From an optimization exercise on the open Yosys and OpenROAD flow, aimed at small area; shortcuts taken in it are not production practice. Power and IR drop assume default switching activity.

Setup of v52:
==> flow/design.v <==
package rv_pkg;
    localparam int XLEN = 32;                      
    typedef enum logic [6:0] {
        OPC_OP     = 7'b0110011,
        OPC_OP_IMM = 7'b0010011,
        OPC_LUI    = 7'b0110111,
        OPC_AUIPC  = 7'b0010111,
        OPC_JAL    = 7'b1101111,
        OPC_JALR   = 7'b1100111,
        OPC_BRANCH = 7'b1100011
    } opcode_e;
    typedef enum logic [3:0] {
        ALU_ADD, ALU_SUB, ALU_SLL, ALU_SLT, ALU_SLTU, ALU_XOR,
        ALU_SRL, ALU_SRA, ALU_OR, ALU_AND, ALU_PASS_B
    } alu_op_e;
    typedef enum logic [3:0] {
        BR_NONE, BR_BEQ, BR_BNE, BR_BLT, BR_BGE, BR_BLTU, BR_BGEU, BR_JAL, BR_JALR
    } br_op_e;
    typedef enum logic [1:0] {
        WB_NONE, WB_ALU, WB_LINK
    } wb_sel_e;
    localparam logic [6:0] FUNCT7_NORM = 7'b0000000;   
    localparam logic [6:0] FUNCT7_ALT  = 7'b0100000;   
    localparam logic [2:0] F3_ADD_SUB = 3'b000;
    localparam logic [2:0] F3_SLL     = 3'b001;
    localparam logic [2:0] F3_SLT     = 3'b010;
    localparam logic [2:0] F3_SLTU    = 3'b011;
    localparam logic [2:0] F3_XOR     = 3'b100;
    localparam logic [2:0] F3_SRL_SRA = 3'b101;
    localparam logic [2:0] F3_OR      = 3'b110;
    localparam logic [2:0] F3_AND     = 3'b111;
    localparam logic [2:0] F3_BEQ  = 3'b000;           
    localparam logic [2:0] F3_BNE  = 3'b001;
    localparam logic [2:0] F3_BLT  = 3'b100;
    localparam logic [2:0] F3_BGE  = 3'b101;
    localparam logic [2:0] F3_BLTU = 3'b110;
    localparam logic [2:0] F3_BGEU = 3'b111;
endpackage
`timescale 1ns/1ps
module ex_stage
#(
    parameter int XLEN = 32
) (
    input  logic            clk,
    input  logic            rst,
    input  logic            in_valid,
    input  logic [6:0]      opcode,
    input  logic [2:0]      funct3,
    input  logic [6:0]      funct7,
    input  logic [XLEN-1:0] rs1_data,
    input  logic [XLEN-1:0] rs2_data,
    input  logic [XLEN-1:0] imm,
    input  logic [XLEN-1:0] pc,
    output logic            out_valid,
    output logic [XLEN-1:0] out_result,
    output logic            out_illegal,
    output logic            redirect_valid,
    output logic [XLEN-1:0] redirect_pc
);
    logic is_op, is_opi, is_lui, is_auipc, is_jal, is_jalr, is_br;
    logic arith, link, f7n, f7a, bad;
    assign is_op    = (opcode == 7'b0110011);
    assign is_opi   = (opcode == 7'b0010011);
    assign is_lui   = (opcode == 7'b0110111);
    assign is_auipc = (opcode == 7'b0010111);
    assign is_jal   = (opcode == 7'b1101111);
    assign is_jalr  = (opcode == 7'b1100111);
    assign is_br    = (opcode == 7'b1100011);
    assign arith    = is_op | is_opi;
    assign link     = is_jal | is_jalr;
    assign f7n      = (funct7 == 7'b0000000);
    assign f7a      = (funct7 == 7'b0100000);
    assign bad = ~(arith | is_lui | is_auipc | link | is_br)
               | (is_op  & (funct3 == 3'b000 || funct3 == 3'b101) & ~(f7n | f7a))
               | (is_opi & (funct3 == 3'b101) & ~(f7n | f7a))
               | (arith  & (funct3 == 3'b001) & ~f7n)
               | (is_br  & (funct3[2:1] == 2'b01));
    logic sel_pc, sel_rev, sel_rs1, sel_four, sel_rs2, sub;
    assign sel_pc   = opcode[2] & (opcode[6] | ~opcode[5]);
    assign sel_rev  = ~opcode[2] & ~opcode[6] & (funct3 == 3'b001);
    assign sel_rs1  = ~opcode[2] & ~sel_rev;
    assign sel_four = opcode[2] & opcode[6];
    assign sel_rs2  = ~opcode[2] & opcode[5];
    assign sub = ~opcode[2] & (opcode[6] | (~funct3[2] & (funct3[1] | (~funct3[0] & opcode[5] & funct7[5]))));
    logic [31:0] rs1_rev, a, b, bx;
    always_comb begin
        for (int i = 0; i < 32; i++) begin
            rs1_rev[i] = rs1_data[31-i];
        end
    end
    assign a  = (pc & {32{sel_pc}}) | (rs1_rev & {32{sel_rev}}) | (rs1_data & {32{sel_rs1}});
    assign b  = sel_four ? 32'd4 : (sel_rs2 ? rs2_data : imm);
    assign bx = b ^ {32{sub}};
    logic [31:0] p, g, sum;
    assign p = a ^ bx;
    assign g = a & bx;
    logic        co;
    pg_add u_add (.p(p), .g(g), .ci(sub), .s(sum), .co(co));
    logic uns, lt, eq;
    assign uns = opcode[6] ? funct3[1] : funct3[0];
    assign lt  = ~co ^ (~uns & (a[31] ^ b[31]));      
    assign eq  = &p;
    logic [31:0] sr, sr_rev;
    logic        fill;
    assign fill = funct3[2] & funct7[5] & a[31];
    assign sr   = 32'($signed({fill, a}) >>> b[4:0]);
    always_comb begin
        for (int i = 0; i < 32; i++) begin
            sr_rev[i] = sr[31-i];
        end
    end
    logic redir, keep;
    logic s_sum, s_sll, s_srl, s_lt, s_x, s_a, alu;
    assign keep  = ~bad & ~redir;
    assign alu   = keep & ~opcode[2] & ~opcode[6];
    assign s_sum = keep & (opcode[2] | (~opcode[6] & (funct3 == 3'b000)));
    assign s_sll = alu & (funct3 == 3'b001);
    assign s_lt  = alu & (funct3[2:1] == 2'b01);
    assign s_srl = alu & (funct3 == 3'b101);
    assign s_x   = alu & funct3[2] & ~funct3[0];                       
    assign s_a   = alu & funct3[2] & funct3[1];                        
    logic [31:0] res, t1;
    assign res = (sum & {32{s_sum}}) | (sr_rev & {32{s_sll}}) | (sr & {32{s_srl}})
               | (p & {32{s_x}}) | (g & {32{s_a}}) | {31'd0, lt & s_lt}
               | (t1 & {32{redir}});
    logic [31:0] tb, tsum, tgt;
    logic        taken;
    logic tjalr;
    assign tjalr = opcode[2] & ~opcode[3];
    assign tb    = tjalr ? rs1_data : pc;
    pg_add u_tgt (.p(tb ^ imm), .g(tb & imm), .ci(1'b0), .s(tsum), .co());
    assign tgt   = tsum & {31'h7fffffff, ~tjalr};
    assign taken = opcode[6] & (opcode[2] | ((funct3[2] ? lt : eq) ^ funct3[0]));
    logic        v1, ill1, tk1;
    logic [31:0] r1;
    assign redir = v1 & tk1 & ~ill1;
    always_ff @(posedge clk) begin
        v1   <= in_valid & ~rst & ~redir;
        ill1 <= bad;
        tk1  <= taken;
        r1   <= res;
        t1   <= tgt;
    end
    assign redirect_pc = r1;
    logic accept;
    assign accept = v1 & ~rst;
    always_ff @(posedge clk) begin
        out_valid      <= accept;
        out_illegal    <= accept & ill1;
        redirect_valid <= accept & tk1 & ~ill1;
        out_result     <= r1;
    end
endmodule
module pg_add #(
    parameter int N = 32
) (
    input  logic [N-1:0] p,
    input  logic [N-1:0] g,
    input  logic         ci,
    output logic [N-1:0] s,
    output logic         co
);
    logic [N-1:0] gg, pp;
    always_comb begin
        gg = g;
        pp = p;
        gg[0] = g[0] | (p[0] & ci);
        for (int l = 0; (1 << l) < N; l++) begin
            for (int i = (2 << l) - 1; i < N; i += (2 << l)) begin
                gg[i] = gg[i] | (pp[i] & gg[i - (1 << l)]);
                pp[i] = pp[i] & pp[i - (1 << l)];
            end
        end
        for (int l = 4; l >= 0; l--) begin
            for (int i = 3 * (1 << l) - 1; i < N; i += (2 << l)) begin
                gg[i] = gg[i] | (pp[i] & gg[i - (1 << l)]);
                pp[i] = pp[i] & pp[i - (1 << l)];
            end
        end
        s  = p ^ {gg[N-2:0], ci};
        co = gg[N-1];
    end
endmodule
==> flow/config.mk <==
export PLATFORM = sky130hd
export DESIGN_NAME = ex_stage
export DESIGN_NICKNAME = ex_stage
export VERILOG_FILES = /design/flow/design.v
export SDC_FILE = /design/flow/constraint.sdc
export NUM_CORES = 4
export LEC_CHECK = 0
export CAP_MARGIN = 20
export CORE_MARGIN = 2
export CORE_UTILIZATION = 40
export CTS_BUF_LIST = sky130_fd_sc_hd__clkbuf_8 sky130_fd_sc_hd__clkbuf_16
export SLEW_MARGIN = 20
==> flow/constraint.sdc <==
create_clock -name core_clock -period 7.0 [get_ports {clk}]
set_input_delay 1.4000 -clock core_clock [delete_from_list [all_inputs] [get_ports {clk}]]
set_output_delay 1.4000 -clock core_clock [all_outputs]
set_load 0.01 [all_outputs]
standard.sh (not shown) runs the stock make flow with config.mk's settings and CLKGATE_MAP_FILE= SYNTH_SCRIPT=/design/flow/synth_recipe.tcl, a recipe that flattens the netlist after the stock synthesis.
==> flow/flow/run.sh <==
#!/bin/bash
# The standard layout, with two changes: ABC maps for area with its own
# script (flow/abc.script), and ports get the smallest buffer.
set -euo pipefail
here=$(pwd)
bash standard.sh SYNTH_SCRIPT="$here/flow/my_synth.tcl" \
    BUFFER_PORTS_ARGS="-buffer_cell sky130_fd_sc_hd__buf_1" GPL_KEEP_OVERFLOW=0 finish > standard.log 2>&1
==> flow/flow/abc.script <==
strash
&get -n
&st
&dch
&nf -R 1000
&put
topo
stime -c
buffer -c
upsize -c
dnsize -c
==> flow/flow/my_synth.tcl <==
# The standard flow's synthesis, with ABC run on this folder's script instead of ORFS's
set ::my_flow_dir [file dirname [file normalize [info script]]]
proc abc {args} {
  set i [lsearch $args -script]
  if {$i >= 0} {
    lset args [expr {$i + 1}] [file join $::my_flow_dir abc.script]
  }
  yosys abc {*}$args
}
source [file join $::my_flow_dir .. synth_recipe.tcl]
Here is what was changed in the inputs of v27 compared with v52.
diff --git a/flow/flow/run.sh b/flow/flow/run.sh
--- a/flow/flow/run.sh
+++ b/flow/flow/run.sh
@@ -7 +7 @@
-    BUFFER_PORTS_ARGS="-buffer_cell sky130_fd_sc_hd__buf_1" GPL_KEEP_OVERFLOW=0 finish > standard.log 2>&1
+    BUFFER_PORTS_ARGS="-buffer_cell sky130_fd_sc_hd__buf_1" finish > standard.log 2>&1
==> run notes <==
Delta(power share of the combinational group, v27 - v52) < 0. v27: done, clean on timing, DRC and antenna. Routed wire in v27 totals less than in v52. In the reports for v27 and v52, the larger depth of the worst register-to-register path belongs to v27. Post-layout instance area was lower in v27 than in v52. Summary — first-pass detailed-route iteration total, v27 relative to v52: lower, by 2. Number of cells on the critical path in v27 is 1 higher than in v52. Diff v52 -> v27: post-route worst setup slack climbed 550 ps, power climbed 2.6%, post-route non-filler standard cell count climbed about 1.2%, power in combinational cells dropped about 1%, core utilization dropped 0.16 points.
#### Input delta (v42 over v27)
diff --git a/flow/config.mk b/flow/config.mk
--- a/flow/config.mk
+++ b/flow/config.mk
@@ -10,2 +10 @@
-export CORE_UTILIZATION = 40
-export CTS_BUF_LIST = sky130_fd_sc_hd__clkbuf_8 sky130_fd_sc_hd__clkbuf_16
+export CORE_UTILIZATION = 60
### Flow results
v42 finished end to end and its layout was clean on timing, DRC and antenna. Worst-path cell with the longest stage delay: sky130_fd_sc_hd__buf_1 -> v42, sky130_fd_sc_hd__a2111oi_4 -> v27. The wire length of the first global-routing pass of v42 falls short of that of v27 by 3.4%. Compared with v27, v42 shows a higher initial cell density of the core. [v42] relative contribution of sequential cells to total power rose 1.2 points relative to v27. The worst hold slack reported for v42 is smaller than that of v27 by 5.0 ps. Re final instance area: v27 and v42 aren't equal, and the lower value belongs to v42.
No run of this note included a check of the RTL's function; only the layout flow was run.

==> afterwards: timing with drivers on the ports <==
Ports are ideal in the flow. The routed layouts listed here were re-timed in OpenROAD. Step 1 assumes that a clkbuf_16 drives the clock port and a buf_2 every other input. Step 2 also shifts input and output timing later by t, the mid clock arrival at the registers, as if the neighbouring blocks saw the same clock. Slacks: ideal / step 1 / step 2; pairs: ideal / step 1.
run	t, ns	setup slack, ns	worst hold slack (ns)
v52	0.410	0.422 / 0.440 / 0.030	0.350 / 0.350 / 0.350
v27	0.409	0.975 / 0.997 / 0.588	0.350 / 0.350 / 0.350
v42	0.401	0.664 / 0.685 / 0.284	0.345 / 0.345 / 0.345
After both steps every run listed still meets setup and hold. The setup slack of v52, which loses most, moves by +0.018 ns with the drivers and by -0.392 ns with both steps.
